Source: an optimization exercise on an open RTL-to-GDS flow (aim: small area and few clock cycles per item). Production flows keep margins and buffers that such runs may drop.
RTL that was checked went through simulation tests only; none was proved equivalent to the original.

==> inputs of fjord <==
// barrel_math_pipe
module barrel_math_pipe #(
  parameter int H_RES   = 1080,
  parameter int V_RES   = 960,
  parameter int COORD_W = 12,
  parameter int FRAC_W  = 3,
  parameter int K_SHIFT = 24
) (
  input  logic               clk,
  input  logic               reset,
  input  logic               gen_en,
  input  logic [1:0]         mode,
  input  logic [15:0]        k_coef,
  output logic [31:0]        tIn_tdata,
  output logic               tIn_tvalid,
  input  logic               tIn_tready,
  input  logic [31:0]        tOut_tdata,
  input  logic               tOut_tvalid,
  output logic               tOut_tready,
  output logic [31:0]        rCin_tdata,
  output logic [15:0]        rPin_tdata,
  output logic               rCin_tvalid,
  output logic               rPin_tvalid,
  input  logic               rCin_tready,
  input  logic               rPin_tready,
  input  logic [31:0]        rOut_tdata,
  input  logic               rOut_tvalid,
  output logic               rOut_tready,
  ...
export LEC_CHECK = 0
export CAP_MARGIN = 20
export CORE_MARGIN = 2
export CORE_UTILIZATION = 70
export PLACE_DENSITY = 0.85
export SLEW_MARGIN = 20
export SYNTH_HIERARCHICAL = 1
export SYNTH_MINIMUM_KEEP_SIZE = 0
create_clock -name core_clock -period 9.0 [get_ports {clk}]
standard.sh (not shown) runs the stock make flow with config.mk's settings and CLKGATE_MAP_FILE= SYNTH_SCRIPT=/design/flow/synth_recipe.tcl, a recipe that flattens the netlist after the stock synthesis.
==> flow/flow/run.sh <==
#!/bin/bash
# Standard layout with smaller port buffers and a clock tree of smaller buffers, without
# dummy loads. Each ORFS step keeps its own log under orfs/logs/; make's output goes to
# flow_make.log.
set -euo pipefail
bash standard.sh \
  'BUFFER_PORTS_ARGS=-buffer_cell sky130_fd_sc_hd__buf_1' \
  'CTS_ARGS=-sink_clustering_enable -sink_clustering_size 12 -repair_clock_nets -dont_use_dummy_load -buf_list sky130_fd_sc_hd__clkbuf_8' \
  finish > flow_make.log 2>&1
==> inputs of indigo, as changes to fjord <==
- CORE_UTILIZATION: 70 -> 80
- PLACE_DENSITY: 0.85 -> 0.92
==> impl_summary.txt <==
----------------------------------------------------
[Critical path]
  Launching instance or port of the critical path ... ka[15]
  FF-to-FF path depth ... 23

[Die]
  Die span in y ... 191.5 um
  Initial core utilization ... 81.43%

[Timing]
  Shortest period the worst path allows ... 8.658 ns
  Slew at the pin closest to its max-slew limit ... 1.180 ns

[Run status]
  Run status ... complete, no violations

[Layout]
  Seq area share ... 17.12%

[Place]
  Pre-CTS setup slack ... 0.6468 ns

[Hold path]
  Worst Hold Path EP ... rb[6]
  Critical hold path startpoint ... ra[6]

[Route]
  Total length of routed wires ... 74.44 mm

----------------------------------------------------
That was indigo.
==> impl_summary.txt <==
----------------------------------------------------
[Run status]
  Run status ... complete, no violations

[Timing]
  Shortest period the worst path allows ... 8.591 ns

[Hold path]
  Critical hold path startpoint ... ra[15]
  Worst Hold Path EP ... rb[15]

[Layout]
  Seq area share ... 17.04%

[Die]
  Initial core utilization ... 70.79%
  Die span in y ... 204.5 um

[Route]
  Total length of routed wires ... 71.23 mm

[Critical path]
  FF-to-FF path depth ... 24
  Launching instance or port of the critical path ... rb[0]

[Place]
  Pre-CTS setup slack ... 0.8309 ns

----------------------------------------------------
That was fjord.
Testbench counts of fjord, summed over its fixed seeds: cycles 16,016, items 16,000.
Testbench counts of indigo, summed over its fixed seeds: cycles 16,016, items 16,000.

==> run a <==
barrel_math_pipe, a different RTL version from the one above (not shown whole).
export LEC_CHECK = 0
export CAP_MARGIN = 20
export CORE_MARGIN = 2
export CORE_UTILIZATION = 40
export PLACE_DENSITY = 0.8
export SLEW_MARGIN = 20
export SYNTH_HIERARCHICAL = 1
export SYNTH_MINIMUM_KEEP_SIZE = 0
create_clock -name core_clock -period 9.0 [get_ports {clk}]
==> flow/flow/run.sh <==
#!/bin/bash
# Standard layout with smaller port buffers and a clock tree of smaller buffers, without
# dummy loads. Each ORFS step keeps its own log under orfs/logs/; make's output goes to
# flow_make.log.
set -euo pipefail
bash standard.sh \
  'BUFFER_PORTS_ARGS=-buffer_cell sky130_fd_sc_hd__buf_1' \
  'CTS_ARGS=-sink_clustering_enable -repair_clock_nets -dont_use_dummy_load -buf_list {sky130_fd_sc_hd__clkbuf_4 sky130_fd_sc_hd__clkbuf_8}' \
  finish > flow_make.log 2>&1
==> run b (differences from run a) <==
Settings changed: CORE_UTILIZATION 40 to 60, PLACE_DENSITY 0.8 to 0.75.
==> run c (differences from run a) <==
Settings changed: CORE_UTILIZATION 40 to 70, PLACE_DENSITY 0.8 to 0.85.
==> run d (differences from run a) <==
--- a/flow/flow/run.sh
+++ b/flow/flow/run.sh
@@ -6,4 +6,4 @@
 bash standard.sh \
   'BUFFER_PORTS_ARGS=-buffer_cell sky130_fd_sc_hd__buf_1' \
-  'CTS_ARGS=-sink_clustering_enable -repair_clock_nets -dont_use_dummy_load -buf_list {sky130_fd_sc_hd__clkbuf_4 sky130_fd_sc_hd__clkbuf_8}' \
+  'CTS_ARGS=-sink_clustering_enable -sink_clustering_size 12 -repair_clock_nets -dont_use_dummy_load -buf_list sky130_fd_sc_hd__clkbuf_8' \
   finish > flow_make.log 2>&1
Settings changed: CORE_UTILIZATION 40 to 60, PLACE_DENSITY 0.8 to 0.75.
==> run notes <==
Worst slew margin 0.331; Min-Delay Startpoint pha[10]$_DFFE_PP_; Post-Place Worst Slack around 0.57 ns; global-route wire length before repair 115 mm; DR iter-0 viols roughly 2000; outcome timing/DRC/antenna clean; vias per inst between 6 and 7; synth-to-layout area growth 4.64%
the above is filed under run b

==> run notes <==
outcome timing/DRC/antenna clean; DR iter-0 viols 1953; Min-Delay Startpoint pha[10]$_DFFE_PP_; global-route wire length before repair between 100 and 150 mm; synth-to-layout area growth 4.64%; Post-Place Worst Slack roughly 0.57 ns; WS Path Type reg2out; RSZ-0062 raised after global routing no
the above is filed under run d

==> run notes <==
synth-to-layout area growth 4.15%; Min-Delay Startpoint pha[11]$_DFFE_PP_; outcome timing/DRC/antenna clean; global-route wire length before repair roughly 110 mm
the above is filed under run c

==> run notes <==
synth-to-layout area growth 6.78%; die footprint around 73000 um^2; CLK BUF 17; count leader, synth nand2_1; Worst slew margin 0.287; Core Area approximately 70000 um^2; Clock Tree Buf Depth 2; outcome timing/DRC/antenna clean
the above is filed under run a

Function was not checked in any run of this note: the RTL went through the layout flow alone.

==> v39: inputs <==
barrel_math_pipe, a different RTL version from the one above (not shown whole).
==> flow/config.mk <==
export PLATFORM = sky130hd
export DESIGN_NAME = barrel_math_pipe
export DESIGN_NICKNAME = barrel_math_pipe
export VERILOG_FILES = /design/flow/design.v
export SDC_FILE = /design/flow/constraint.sdc
export NUM_CORES = 4
export LEC_CHECK = 0
export CAP_MARGIN = 20
export CORE_MARGIN = 2
export CORE_UTILIZATION = 40
export SLEW_MARGIN = 20
export SYNTH_HIERARCHICAL = 1
export SYNTH_MINIMUM_KEEP_SIZE = 0
==> flow/constraint.sdc <==
create_clock -name core_clock -period 9.0 [get_ports {clk}]
set_input_delay 1.8000 -clock core_clock [delete_from_list [all_inputs] [get_ports {clk}]]
set_output_delay 1.8000 -clock core_clock [all_outputs]
set_load 0.01 [all_outputs]
==> flow/flow/run.sh <==
#!/bin/bash
# Standard layout with smaller port buffers, and no CTS dummy loads.
# Each ORFS step keeps its own log under orfs/logs/; make's output goes to
# flow_make.log.
set -euo pipefail
bash standard.sh \
  'BUFFER_PORTS_ARGS=-buffer_cell sky130_fd_sc_hd__buf_1' \
  'CTS_ARGS=-sink_clustering_enable -repair_clock_nets -dont_use_dummy_load' \
  finish > flow_make.log 2>&1
==> inputs of v9, as changes to v39 <==
==> flow/run.sh (new file) <==
#!/bin/bash
# synth_recipe.tcl (not shown) runs the flow's synth.tcl, then flattens the netlist and writes it again
# the make line also repeats each setting of config.mk as NAME=value (left out here)
make -C /OpenROAD-flow-scripts/flow DESIGN_CONFIG=/design/flow/config.mk WORK_HOME=/design/flow/orfs CLKGATE_MAP_FILE= SYNTH_SCRIPT=/design/flow/synth_recipe.tcl finish
removed: flow/flow/run.sh
removed: flow/standard.sh
==> impl_metrics.csv <==
group,metric,value,unit
worst_setup_path,r2r-start,"ka[8]$_DFFE_PP_",
timing,fin_ws,0.306,ns
outcome,status,"finished clean",
timing,worst_pin_slew,0.967,ns
finish,layout_common_cells,"nand2_1, fa_1, inv_1",
finish,final-clk-cell-share,1.91,%
The numbers above come from v9.

==> impl_metrics.csv <==
group,metric,value,unit
finish,final-clk-cell-share,1.36,%
finish,layout_common_cells,"nand2_1, fa_1, inv_1",
outcome,status,"finished clean",
timing,worst_pin_slew,0.943,ns
worst_setup_path,r2r-start,"ra[0]$_DFFE_PP_",
finish,diodes,0,
The numbers above come from v39.

Testbench counts of v39, summed over its fixed seeds: cycles 16,016, items 16,000.
Testbench counts of v9, summed over its fixed seeds: cycles 16,016, items 16,000.

==> exp/cedar: inputs <==
barrel_math_pipe, a different RTL version from the one above (not shown whole).
==> flow/config.mk <==
export PLATFORM = sky130hd
export DESIGN_NAME = barrel_math_pipe
export DESIGN_NICKNAME = barrel_math_pipe
export VERILOG_FILES = /design/flow/design.v
export SDC_FILE = /design/flow/constraint.sdc
export NUM_CORES = 4
export LEC_CHECK = 0
export CAP_MARGIN = 20
export CORE_MARGIN = 2
export CORE_UTILIZATION = 40
export GPL_TIMING_DRIVEN = 0
export SLEW_MARGIN = 20
export SYNTH_HIERARCHICAL = 1
export SYNTH_MINIMUM_KEEP_SIZE = 0
==> flow/constraint.sdc <==
create_clock -name core_clock -period 9.0 [get_ports {clk}]
set_input_delay 1.8000 -clock core_clock [delete_from_list [all_inputs] [get_ports {clk}]]
set_output_delay 1.8000 -clock core_clock [all_outputs]
set_load 0.01 [all_outputs]
==> flow/flow/run.sh <==
#!/bin/bash
# Standard layout with smaller port buffers and a clock tree of smaller buffers, without
# dummy loads. Each ORFS step keeps its own log under orfs/logs/; make's output goes to
# flow_make.log.
set -euo pipefail
bash standard.sh \
  'BUFFER_PORTS_ARGS=-buffer_cell sky130_fd_sc_hd__buf_1' \
  'CTS_ARGS=-sink_clustering_enable -repair_clock_nets -dont_use_dummy_load -buf_list {sky130_fd_sc_hd__clkbuf_4 sky130_fd_sc_hd__clkbuf_8}' \
  finish > flow_make.log 2>&1
==> inputs of exp/violet, as changes to exp/cedar <==
--- a/flow/design.v
+++ b/flow/design.v
@@ -62,17 +62,16 @@
   logic        va, vb;
   logic [15:0] ra, pha, ka, rb, phb;
   logic [1:0]  ma;
   logic [31:2] sqa;
   logic [14:0] scb;
   logic [31:0] sq_n, sq;
   logic [47:0] prod;
-  logic [14:0] sc_n;
-  logic [13:0] x, negx;
-  logic        big;
+  logic [14:0] d, sc_n;
+  logic [15:0] add;
   logic [30:0] p;
   logic [16:0] q;
   assign en          = ~vb | (rCin_tready & rPin_tready);
   assign tOut_tready = en;
   logic sqt_0, sqt_1, sqt_2, sqt_3, sqt_4, sqt_5, sqt_6, sqt_7, sqt_8, sqt_9, sqt_10, sqt_11, sqt_12, sqt_13, sqt_14, sqt_15;
   logic sqt_16, sqt_17, sqt_18, sqt_19, sqt_20, sqt_21, sqt_22, sqt_23, sqt_24, sqt_25, sqt_26, sqt_27, sqt_28, sqt_29, sqt_30, sqt_31;
   logic sqt_32, sqt_33, sqt_34, sqt_35, sqt_36, sqt_37, sqt_38, sqt_39, sqt_40, sqt_41, sqt_42, sqt_43, sqt_44, sqt_45, sqt_46, sqt_47;
@@ -1476,20 +1475,19 @@
   assign pkt_sn[43] = pkt_pp[43] ^ pkt_bg86;
   assign pkt_sn[44] = pkt_pp[44] ^ pkt_bg54;
   assign pkt_sn[45] = pkt_pp[45] ^ pkt_bg87;
   assign pkt_sn[46] = pkt_pp[46] ^ pkt_bg65;
   assign pkt_sn[47] = pkt_pp[47] ^ pkt_bg88;
   assign prod = ~pkt_sn;
   always_comb begin
-    big = |prod[47:38];
-    x   = prod[37:24];
-    for (int i = 0; i < 14; i++) negx[i] = x[i] ^ (i > 0 && (x & ((14'd1 << i) - 14'd1)) != 14'd0);
+    d    = (prod[47:39] != 9'd0) ? 15'h7FFF : prod[38:24];
+    add  = 16'd16384 + {1'b0, d};
     case (ma)
-      2'd1:    sc_n = big ? 15'h7FFF : {1'b1, x};
-      2'd2:    sc_n = big ? 15'd0 : {x == 14'd0, negx};
+      2'd1:    sc_n = add[15] ? 15'h7FFF : add[14:0];
+      2'd2:    sc_n = d[14] ? 15'd0 : 15'd16384 - d;
       default: sc_n = 15'd16384;
     endcase
   end
   always_ff @(posedge clk) begin
     if (reset) begin
       va <= 1'b0;
       vb <= 1'b0;
@@ -2090,16 +2088,10 @@
   assign co = (a & b) | (a & c) | (b & c);
 endmodule
 module bmp_ha (input logic a, input logic b, output logic s, output logic co);
   assign s  = a ^ b;
   assign co = a & b;
 endmodule
 module bmp_hn (input logic a, input logic b, output logic s, output logic co);
-  bmp_xor2 u_s (.a(a), .b(b), .y(s));
-  bmp_nor2 u_c (.a(a), .b(b), .y(co));
-endmodule
-module bmp_xor2 (input logic a, input logic b, output logic y);
-  assign y = a ^ b;
-endmodule
-module bmp_nor2 (input logic a, input logic b, output logic y);
-  assign y = ~(a | b);
+  assign s  = a ^ b;
+  assign co = ~(a | b);
 endmodule
==> flow/flow/run.sh (replaced) <==
#!/bin/bash
# Standard layout with smaller port buffers, and no CTS dummy loads.
# Each ORFS step keeps its own log under orfs/logs/; make's output goes to
# flow_make.log.
set -euo pipefail
bash standard.sh \
  'BUFFER_PORTS_ARGS=-buffer_cell sky130_fd_sc_hd__buf_1' \
  'CTS_ARGS=-sink_clustering_enable -repair_clock_nets -dont_use_dummy_load' \
  finish > flow_make.log 2>&1
--- a/flow/config.mk
+++ b/flow/config.mk
@@ -4,11 +4,11 @@
 export VERILOG_FILES = /design/flow/design.v
 export SDC_FILE = /design/flow/constraint.sdc
 export NUM_CORES = 4
 export LEC_CHECK = 0
 export CAP_MARGIN = 20
 export CORE_MARGIN = 2
 export CORE_UTILIZATION = 40
-export GPL_TIMING_DRIVEN = 0
+export CTS_BUF_LIST = sky130_fd_sc_hd__clkbuf_8
 export SLEW_MARGIN = 20
 export SYNTH_HIERARCHICAL = 1
 export SYNTH_MINIMUM_KEEP_SIZE = 0
==> notes <==
Synthesized area: exp/violet is higher than exp/cedar (1.0%). Flip-flop and latch count is the same in exp/violet and exp/cedar. Against exp/violet, the core utilization of exp/cedar is higher by 0.49 points. Count of clock-buffer cells in the layout is the same in exp/violet and exp/cedar.
Testbench counts of exp/violet, summed over its fixed seeds: cycles 16,016, items 16,000.
The RTL of exp/cedar was laid out without a check of its function.

-- separate check: timing with driven ports --
How much do the figures lean on ideal ports? The routed layouts below were timed once more, with nothing changed but the port constraints. Step 1: set_driving_cell puts a clkbuf_16 on clk and a buf_2 on each other input, an assumption about the parent block. Step 2 adds t to the input delays and takes it off the output delays; t is the mean of the earliest and latest rising clock arrival at the registers after step 1. Input paths then give back, and output paths get back, about the clock's delay inside the block. Three values: ideal ports, drivers, drivers and shift; two values: the first two.
run | shift t [ns] | setup WS [ns] | hold WS [ns] | worst data-port slew with drivers (ns)
fjord | 0.540 | 0.409 / 0.360 / 0.645 | 0.414 / 0.414 / 0.414 | 0.08
indigo | 0.528 | 0.342 / 0.341 / 0.342 | 0.381 / 0.381 / 0.381 | 0.11
run a | 0.565 | 0.419 / 0.419 / 0.419 | 0.405 / 0.405 / 0.405 | 0.08
run b | 0.520 | 0.412 / 0.369 / 0.467 | 0.404 / 0.404 / 0.404 | 0.08
run c | 0.543 | 0.528 / 0.472 / 0.657 | 0.390 / 0.390 / 0.390 | 0.05
run d | 0.520 | 0.412 / 0.369 / 0.467 | 0.404 / 0.404 / 0.404 | 0.08
v39 | 0.520 | 0.405 / 0.353 / 0.455 | 0.409 / 0.409 / 0.409 | 0.06
v9 | 0.542 | 0.306 / 0.253 / 0.315 | 0.422 / 0.422 / 0.422 | 0.07
exp/cedar | 0.585 | 0.340 / 0.340 / 0.340 | 0.403 / 0.403 / 0.403 | 0.09
exp/violet | 0.520 | 0.405 / 0.353 / 0.455 | 0.409 / 0.409 / 0.409 | 0.06
After both steps setup and hold are still met in every run listed.
